This design comes from an exercise in tuning for small area on the open sky130 flow, not from production work. In this exercise RTL edits were held to simulation tests only and were not proved equivalent to the original. No activity file was given, so power comes from the tool's default toggle rates.

==> onyx <==
==> flow/design.v <==
module coherent_dcache #(
   parameter int SETS  = 16,
   parameter int CPUID = 0
) (
   input  logic        CLK,
   input  logic        nRST,
   input  logic        dmemREN,
   input  logic        dmemWEN,
   input  logic [31:0] dmemaddr,
   input  logic [31:0] dmemstore,
   input  logic        halt,
   output logic [31:0] dmemload,
   output logic        dhit,
   output logic        flushed,
   output logic        dREN,
   output logic        dWEN,
   output logic [31:0] daddr,
   output logic [31:0] dstore,
   input  logic [31:0] dload,
   input  logic        dwait,
   output logic        cctrans,
   output logic        ccwrite,
   input  logic        ccwait,
   input  logic        ccinv,
   input  logic [31:0] ccsnoopaddr
);
   localparam int IW = $clog2(SETS);
   localparam logic [2:0] K_IDLE = 3'd0, K_WB = 3'd1, K_FILL = 3'd2, K_SNP = 3'd3,
                          K_FLUSH = 3'd4, K_FWB = 3'd5, K_DONE = 3'd6;
   logic [2:0]    kind_q, kind_d;
   logic          ph_q, ph_d;
   logic [IW-1:0] flush_idx_q, flush_idx_d;
   logic [24:0]   tag_q  [SETS];
   logic          v_q    [SETS];
   logic          m_q    [SETS];
   logic          idle_like, snoop_ok, use_snp, use_flush, xfer;
   logic          rd_off;
   logic [24:0]   rd_tag, cmp_tag;
   logic [31:0]   rd_word;
   logic          rd_v, rd_m, hit;
   logic          unused_bits;
   logic          rd_den, tag_we;
   logic          st_we, st_v, st_m, d_we;
   logic [31:0]   d_wdata;
   assign idle_like = (kind_q == K_IDLE) || (kind_q == K_FLUSH) || (kind_q == K_DONE);
   assign snoop_ok  = ccwait && idle_like;
   assign use_snp   = snoop_ok || (kind_q == K_SNP);
   assign use_flush = (kind_q == K_FLUSH) || (kind_q == K_FWB);
   assign xfer      = (kind_q == K_WB) || (kind_q == K_FWB) || (kind_q == K_FILL) ||
                      (kind_q == K_SNP);
   logic [IW-1:0] oth_idx;
   assign oth_idx = (kind_q == K_SNP) ? ccsnoopaddr[6:3] : use_flush ? flush_idx_q : dmemaddr[6:3];
   assign rd_off  = xfer ? ph_q : dmemaddr[2];
   logic [SETS-1:0]   fsel_n;
   logic [2*SETS-1:0] wsel_n;
   logic [31:0]       data_n_q [2*SETS];
   logic              grp;
   always_comb begin
      for (int i = 0; i < SETS; i++) begin
         fsel_n[i]     = snoop_ok ? (ccsnoopaddr[6:3] != IW'(i)) : (oth_idx != IW'(i));
         wsel_n[2*i]   = !(!fsel_n[i] && rd_den && !rd_off);
         wsel_n[2*i+1] = !(!fsel_n[i] && rd_den && rd_off);
      end
      for (int b = 0; b < 25; b++) begin
         rd_tag[b] = 1'b1;
         for (int g = 0; g < SETS; g += 8) begin
            grp = 1'b0;
            for (int p = g; p < g + 8; p += 2)
               grp = grp | !((fsel_n[p] | tag_q[p][b]) & (fsel_n[p+1] | tag_q[p+1][b]));
            rd_tag[b] = rd_tag[b] & !grp;
         end
      end
      rd_v = 1'b1;
      rd_m = 1'b1;
      for (int g = 0; g < SETS; g += 8) begin
         grp = 1'b0;
         for (int p = g; p < g + 8; p += 2)
            grp = grp | !((fsel_n[p] | v_q[p]) & (fsel_n[p+1] | v_q[p+1]));
         rd_v = rd_v & !grp;
         grp = 1'b0;
         for (int p = g; p < g + 8; p += 2)
            grp = grp | !((fsel_n[p] | m_q[p]) & (fsel_n[p+1] | m_q[p+1]));
         rd_m = rd_m & !grp;
      end
      rd_m = rd_m & rd_v;
      for (int b = 0; b < 32; b++) begin
         rd_word[b] = 1'b1;
         for (int g = 0; g < 2*SETS; g += 8) begin
            grp = 1'b0;
            for (int p = g; p < g + 8; p += 2)
               grp = grp | !((wsel_n[p] | data_n_q[p][b]) & (wsel_n[p+1] | data_n_q[p+1][b]));
            rd_word[b] = rd_word[b] & !grp;
         end
         rd_word[b] = !rd_word[b];
      end
   end
   assign rd_den  = !snoop_ok && (kind_q != K_FILL);
   assign cmp_tag = snoop_ok ? ccsnoopaddr[31:7] : dmemaddr[31:7];
   assign hit     = rd_v && (rd_tag == cmp_tag);
   assign flushed  = (kind_q == K_DONE);
   assign dmemload = rd_word;
   assign dstore   = rd_word;
   assign unused_bits = ^{dmemaddr[1:0], ccsnoopaddr[2:0], 32'(CPUID)};
   always_comb begin
      kind_d      = kind_q;
      ph_d        = ph_q;
      flush_idx_d = flush_idx_q;
      dhit        = 1'b0;
      dREN        = 1'b0;
      dWEN        = 1'b0;
      daddr       = 32'h0;
      cctrans     = 1'b0;
      ccwrite     = 1'b0;
      st_we       = 1'b0;
      st_v        = 1'b0;
      st_m        = 1'b0;
      d_we        = 1'b0;
      d_wdata     = dload;
      tag_we      = 1'b0;
      if (snoop_ok) begin
         if (hit && rd_m) begin
            cctrans = 1'b1;
            kind_d  = K_SNP;
            ph_d    = 1'b0;
         end else if (hit && ccinv) begin
            st_we = 1'b1;
         end
      end else begin
         case (kind_q)
            K_IDLE: begin
               if (halt) begin
                  kind_d = K_FLUSH;
               end else if (dmemREN && hit) begin
                  dhit = 1'b1;
               end else if (dmemWEN && hit && rd_m) begin
                  dhit    = 1'b1;
                  d_we    = 1'b1;
                  d_wdata = dmemstore;
               end else if (dmemREN || dmemWEN) begin
                  ph_d = 1'b0;
                  if (!hit && rd_m) begin
                     kind_d = K_WB;
                  end else begin
                     st_we  = 1'b1;
                     tag_we = 1'b1;
                     kind_d = K_FILL;
                  end
               end
            end
            K_WB, K_FWB: begin
               dWEN   = 1'b1;
               daddr  = {rd_tag, oth_idx, rd_off, 2'b00};
               if (!dwait) begin
                  ph_d = ~ph_q;
                  if (ph_q) begin
                     st_we  = 1'b1;
                     tag_we = (kind_q == K_WB);
                     kind_d = (kind_q == K_WB) ? K_FILL : K_FLUSH;
                  end
               end
            end
            K_FILL: begin
               dREN    = 1'b1;
               cctrans = 1'b1;
               ccwrite = dmemWEN;
               daddr   = {rd_tag, oth_idx, rd_off, 2'b00};
               if (!dwait) begin
                  d_we = 1'b1;
                  ph_d = ~ph_q;
                  if (ph_q) begin
                     st_we  = 1'b1;
                     st_v   = 1'b1;
                     st_m   = dmemWEN;
                     kind_d = K_IDLE;
                  end
               end
            end
            K_SNP: begin
               cctrans = 1'b1;
               daddr   = {rd_tag, oth_idx, rd_off, 2'b00};
               if (!dwait) begin
                  ph_d = ~ph_q;
                  if (ph_q) begin
                     st_we  = 1'b1;
                     st_v   = ~ccinv;
                     kind_d = K_IDLE;
                  end
               end
            end
            K_FLUSH: begin
               if (rd_m) begin
                  kind_d = K_FWB;
                  ph_d   = 1'b0;
               end else if (flush_idx_q == IW'(SETS - 1)) begin
                  kind_d = K_DONE;
               end else begin
                  flush_idx_d = flush_idx_q + {{(IW-1){1'b0}}, 1'b1};
               end
            end
            K_DONE: ;
            default: kind_d = K_IDLE;
         endcase
      end
   end
   always_ff @(posedge CLK or negedge nRST) begin
      if (!nRST) begin
         kind_q      <= K_IDLE;
         ph_q        <= 1'b0;
         flush_idx_q <= '0;
      end else begin
         kind_q      <= kind_d;
         ph_q        <= ph_d;
         flush_idx_q <= flush_idx_d;
      end
   end
   always_ff @(posedge CLK or negedge nRST) begin
      if (!nRST) begin
         for (int i = 0; i < SETS; i++) v_q[i] <= 1'b0;
      end else begin
         for (int i = 0; i < SETS; i++) if (st_we && !fsel_n[i]) v_q[i] <= st_v;
      end
   end
   always_ff @(posedge CLK) begin
      for (int i = 0; i < SETS; i++) if (st_we && !fsel_n[i]) m_q[i] <= st_m;
   end
   always_ff @(posedge CLK) begin
      for (int i = 0; i < SETS; i++) begin
         if (d_we && !fsel_n[i] && !rd_off) data_n_q[2*i]   <= ~d_wdata;
         if (d_we && !fsel_n[i] && rd_off)  data_n_q[2*i+1] <= ~d_wdata;
         if (tag_we && !fsel_n[i])          tag_q[i]        <= dmemaddr[31:7];
      end
   end
endmodule
==> flow/flow/run.sh <==
#!/bin/bash
# The standard layout, with three changes to how it is made:
#  - synthesis maps logic with an area-oriented ABC script (choice computation
#    and amap, then a remap with a 4 ns delay target; no buffering or upsizing:
#    the later repair steps size what timing needs). Registers are mapped by
#    the unchanged standard script, before ABC.
#  - port buffers are buf_1 cells instead of the default delay-buffer cells.
#  - the clock tree uses clkbuf_8 sink clusters and no dummy loads.
set -euo pipefail
rm -rf scripts_area
cp -r "$FLOW_HOME/scripts" scripts_area
printf 'strash\ndch\namap -F 3 -A 8\nstrash\ndch -f\nmap -D 4000\ntopo\n' > scripts_area/abc_area.script
SCRIPTS_DIR="$PWD/scripts_area" bash standard.sh synth > synth.log 2>&1
export BUFFER_PORTS_ARGS="-buffer_cell sky130_fd_sc_hd__buf_1"
export CTS_ARGS="-sink_clustering_enable -repair_clock_nets -dont_use_dummy_load -buf_list sky130_fd_sc_hd__clkbuf_8 -sink_clustering_size 16 -sink_clustering_max_diameter 60"
bash standard.sh > layout.log 2>&1
==> flow/standard.sh <==
#!/bin/bash
# synth_recipe.tcl (not shown) runs the flow's synth.tcl, then flattens the netlist and writes it again
# the make line also repeats each setting of config.mk as NAME=value (left out here)
make -C /OpenROAD-flow-scripts/flow DESIGN_CONFIG=/design/flow/config.mk WORK_HOME=/design/flow/orfs CLKGATE_MAP_FILE= SYNTH_SCRIPT=/design/flow/synth_recipe.tcl "${@:-finish}"
==> flow/config.mk <==
export PLATFORM = sky130hd
export DESIGN_NAME = coherent_dcache
export DESIGN_NICKNAME = coherent_dcache
export VERILOG_FILES = /design/flow/design.v
export SDC_FILE = /design/flow/constraint.sdc
export NUM_CORES = 4
export LEC_CHECK = 0
export ABC_AREA = 1
export CAP_MARGIN = 10
export CORE_MARGIN = 2
export CORE_UTILIZATION = 65
export PLACE_DENSITY = 0.9
export SETUP_SLACK_MARGIN = 0.2
export SLEW_MARGIN = 10
==> flow/constraint.sdc <==
create_clock -name core_clock -period 10.0 [get_ports {CLK}]
set_input_delay 2.0000 -clock core_clock [delete_from_list [all_inputs] [get_ports {CLK}]]
set_output_delay 2.0000 -clock core_clock [all_outputs]
set_load 0.01 [all_outputs]
==> maple: changes against onyx <==
==> flow/design.v, changed modules only <==
module coherent_dcache #(
   parameter int SETS  = 16,
   parameter int CPUID = 0
) (
   input  logic        CLK,
   input  logic        nRST,
   input  logic        dmemREN,
   input  logic        dmemWEN,
   input  logic [31:0] dmemaddr,
   input  logic [31:0] dmemstore,
   input  logic        halt,
   output logic [31:0] dmemload,
   output logic        dhit,
   output logic        flushed,
   output logic        dREN,
   output logic        dWEN,
   output logic [31:0] daddr,
   output logic [31:0] dstore,
   input  logic [31:0] dload,
   input  logic        dwait,
   output logic        cctrans,
   output logic        ccwrite,
   input  logic        ccwait,
   input  logic        ccinv,
   input  logic [31:0] ccsnoopaddr
);
   localparam int IW = $clog2(SETS);
   localparam logic [2:0] K_IDLE = 3'd0, K_WB = 3'd1, K_FILL = 3'd2, K_SNP = 3'd3,
                          K_FLUSH = 3'd4, K_FWB = 3'd5, K_DONE = 3'd6;
   logic [2:0]    kind_q, kind_d;
   logic          ph_q, ph_d;
   logic [IW-1:0] flush_idx_q, flush_idx_d;
   logic [24:0]   tag_q  [SETS];
   logic [31:0]   data_q [2*SETS];
   logic          v_q    [SETS];
   logic          m_q    [SETS];
   logic          idle_like, snoop_ok, use_snp, use_flush, xfer;
   logic [IW-1:0] rd_idx;
   logic          rd_off;
   logic [24:0]   rd_tag, cmp_tag;
   logic [31:0]   rd_word;
   logic          rd_v, rd_m, hit;
   logic          unused_bits;
   logic          st_we, st_v, st_m, d_we;
   logic [31:0]   d_wdata;
   assign idle_like = (kind_q == K_IDLE) || (kind_q == K_FLUSH) || (kind_q == K_DONE);
   assign snoop_ok  = ccwait && idle_like;
   assign use_snp   = snoop_ok || (kind_q == K_SNP);
   assign use_flush = (kind_q == K_FLUSH) || (kind_q == K_FWB);
   assign xfer      = (kind_q == K_WB) || (kind_q == K_FWB) || (kind_q == K_FILL) ||
                      (kind_q == K_SNP);
   assign rd_idx  = use_snp ? ccsnoopaddr[6:3] : use_flush ? flush_idx_q : dmemaddr[6:3];
   assign rd_off  = xfer ? ph_q : dmemaddr[2];
   logic [SETS-1:0]   fsel;
   logic [2*SETS-1:0] wsel;
   always_comb begin
      rd_tag  = '0;
      rd_v    = 1'b0;
      rd_m    = 1'b0;
      rd_word = '0;
      for (int i = 0; i < SETS; i++) begin
         fsel[i]     = (rd_idx == IW'(i));
         wsel[2*i]   = fsel[i] && !rd_off;
         wsel[2*i+1] = fsel[i] && rd_off;
         rd_tag = rd_tag | ({25{fsel[i]}} & tag_q[i]);
         rd_v   = rd_v | (fsel[i] & v_q[i]);
         rd_m   = rd_m | (fsel[i] & m_q[i]);
      end
      for (int k = 0; k < 2*SETS; k++) rd_word = rd_word | ({32{wsel[k]}} & data_q[k]);
   end
   assign cmp_tag = snoop_ok ? ccsnoopaddr[31:7] : dmemaddr[31:7];
   assign hit     = rd_v && (rd_tag == cmp_tag);
   assign flushed  = (kind_q == K_DONE);
   assign dmemload = rd_word;
   assign unused_bits = ^{dmemaddr[1:0], ccsnoopaddr[2:0], 32'(CPUID)};
   always_comb begin
      kind_d      = kind_q;
      ph_d        = ph_q;
      flush_idx_d = flush_idx_q;
      dhit        = 1'b0;
      dREN        = 1'b0;
      dWEN        = 1'b0;
      daddr       = 32'h0;
      dstore      = 32'h0;
      cctrans     = 1'b0;
      ccwrite     = 1'b0;
      st_we       = 1'b0;
      st_v        = 1'b0;
      st_m        = 1'b0;
      d_we        = 1'b0;
      d_wdata     = dload;
      if (snoop_ok) begin
         if (hit && rd_m) begin
            cctrans = 1'b1;
            kind_d  = K_SNP;
            ph_d    = 1'b0;
         end else if (hit && ccinv) begin
            st_we = 1'b1;
         end
      end else begin
         case (kind_q)
            K_IDLE: begin
               if (halt) begin
                  kind_d = K_FLUSH;
               end else if (dmemREN && hit) begin
                  dhit = 1'b1;
               end else if (dmemWEN && hit && rd_m) begin
                  dhit    = 1'b1;
                  d_we    = 1'b1;
                  d_wdata = dmemstore;
               end else if (dmemREN || dmemWEN) begin
                  ph_d = 1'b0;
                  if (!hit && rd_m) begin
                     kind_d = K_WB;
                  end else begin
                     st_we  = 1'b1;
                     kind_d = K_FILL;
                  end
               end
            end
            K_WB, K_FWB: begin
               dWEN   = 1'b1;
               daddr  = {rd_tag, rd_idx, rd_off, 2'b00};
               dstore = rd_word;
               if (!dwait) begin
                  ph_d = ~ph_q;
                  if (ph_q) begin
                     st_we  = 1'b1;
                     kind_d = (kind_q == K_WB) ? K_FILL : K_FLUSH;
                  end
               end
            end
            K_FILL: begin
               dREN    = 1'b1;
               cctrans = 1'b1;
               ccwrite = dmemWEN;
               daddr   = {dmemaddr[31:7], rd_idx, rd_off, 2'b00};
               if (!dwait) begin
                  d_we = 1'b1;
                  ph_d = ~ph_q;
                  if (ph_q) begin
                     st_we  = 1'b1;
                     st_v   = 1'b1;
                     st_m   = dmemWEN;
                     kind_d = K_IDLE;
                  end
               end
            end
            K_SNP: begin
               cctrans = 1'b1;
               daddr   = {rd_tag, rd_idx, rd_off, 2'b00};
               dstore  = rd_word;
               if (!dwait) begin
                  ph_d = ~ph_q;
                  if (ph_q) begin
                     st_we  = 1'b1;
                     st_v   = ~ccinv;
                     kind_d = K_IDLE;
                  end
               end
            end
            K_FLUSH: begin
               if (rd_m) begin
                  kind_d = K_FWB;
                  ph_d   = 1'b0;
               end else if (flush_idx_q == IW'(SETS - 1)) begin
                  kind_d = K_DONE;
               end else begin
                  flush_idx_d = flush_idx_q + {{(IW-1){1'b0}}, 1'b1};
               end
            end
            K_DONE: ;
            default: kind_d = K_IDLE;
         endcase
      end
   end
   always_ff @(posedge CLK or negedge nRST) begin
      if (!nRST) begin
         kind_q      <= K_IDLE;
         ph_q        <= 1'b0;
         flush_idx_q <= '0;
      end else begin
         kind_q      <= kind_d;
         ph_q        <= ph_d;
         flush_idx_q <= flush_idx_d;
      end
   end
   always_ff @(posedge CLK or negedge nRST) begin
      if (!nRST) begin
         for (int i = 0; i < SETS; i++) begin
            v_q[i] <= 1'b0;
            m_q[i] <= 1'b0;
         end
      end else if (st_we) begin
         v_q[rd_idx] <= st_v;
         m_q[rd_idx] <= st_m;
      end
   end
   always_ff @(posedge CLK) begin
      if (d_we) begin
         data_q[{rd_idx, rd_off}] <= d_wdata;
         if (rd_off) tag_q[rd_idx] <= dmemaddr[31:7];
      end
   end
endmodule
==> flow/run.sh (new file) <==
#!/bin/bash
# synth_recipe.tcl (not shown) runs the flow's synth.tcl, then flattens the netlist and writes it again
# the make line also repeats each setting of config.mk as NAME=value (left out here)
make -C /OpenROAD-flow-scripts/flow DESIGN_CONFIG=/design/flow/config.mk WORK_HOME=/design/flow/orfs CLKGATE_MAP_FILE= SYNTH_SCRIPT=/design/flow/synth_recipe.tcl finish
ABC_AREA = not set   (was 1)
CAP_MARGIN = 20   (was 10)
CORE_UTILIZATION = 40   (was 65)
PLACE_DENSITY = not set   (was 0.9)
SETUP_SLACK_MARGIN = not set   (was 0.2)
SLEW_MARGIN = 20   (was 10)
removed: flow/flow/run.sh
removed: flow/standard.sh
==> metrics.md <==
| Metric | Value |
|---|---|
| Met2 track demand over resource | `42.2%` |
| Fin crit share | `98.7%` |
| Status | `timing/DRC/antenna clean` |
| Clock-pin slew on the worst setup and hold paths | `0.06 ns` |
| # diodes | `2` |
| P_seq | `7.02 mW` |
| Power Total | `20.8 mW` |
[end of results for maple]
==> metrics.md <==
| Metric | Value |
|---|---|
| Fin crit share | `95.0%` |
| P_seq | `6.92 mW` |
| #FFs+latches synth | `1,464` |
| Met2 track demand over resource | `56.3%` |
| Clock-pin slew on the worst setup and hold paths | `0.10 ns` |
| Status | `timing/DRC/antenna clean` |
[end of results for onyx]

-- separate check: timing with driven ports --
The results above use ideal ports. As a check the final layouts listed here were re-extracted and re-timed, cells and wires unchanged. Step 1 (the two cells are an assumption about what drives the block):
set clk [get_ports {CLK}]
set_driving_cell -lib_cell sky130_fd_sc_hd__clkbuf_16 $clk
set_driving_cell -lib_cell sky130_fd_sc_hd__buf_2 [delete_from_list [all_inputs] $clk]
Step 2 adds t to the input delays and takes it off the output delays; t is the mean of the earliest and latest rising clock arrival at the registers after step 1. Input paths then give back, and output paths get back, about the clock's delay inside the block. Slacks: ideal / step 1 / step 2; pairs: ideal / step 1.
run | t (ns) | setup WS [ns] | hold WS [ns] | worst setup path after step 2 | cell pins on the clock port's net
onyx | 0.791 | 0.502 / 0.470 / 0.470 | 0.537 / 0.537 / 0.537 | input to output | 1
maple | 0.850 | 0.130 / 0.053 / 0.053 | 0.493 / 0.493 / 0.493 | input to output | 1
After both steps every run listed still meets setup and hold. For maple, which loses most, drivers alone change the setup slack by -0.077 ns; drivers and shift together by -0.077 ns.
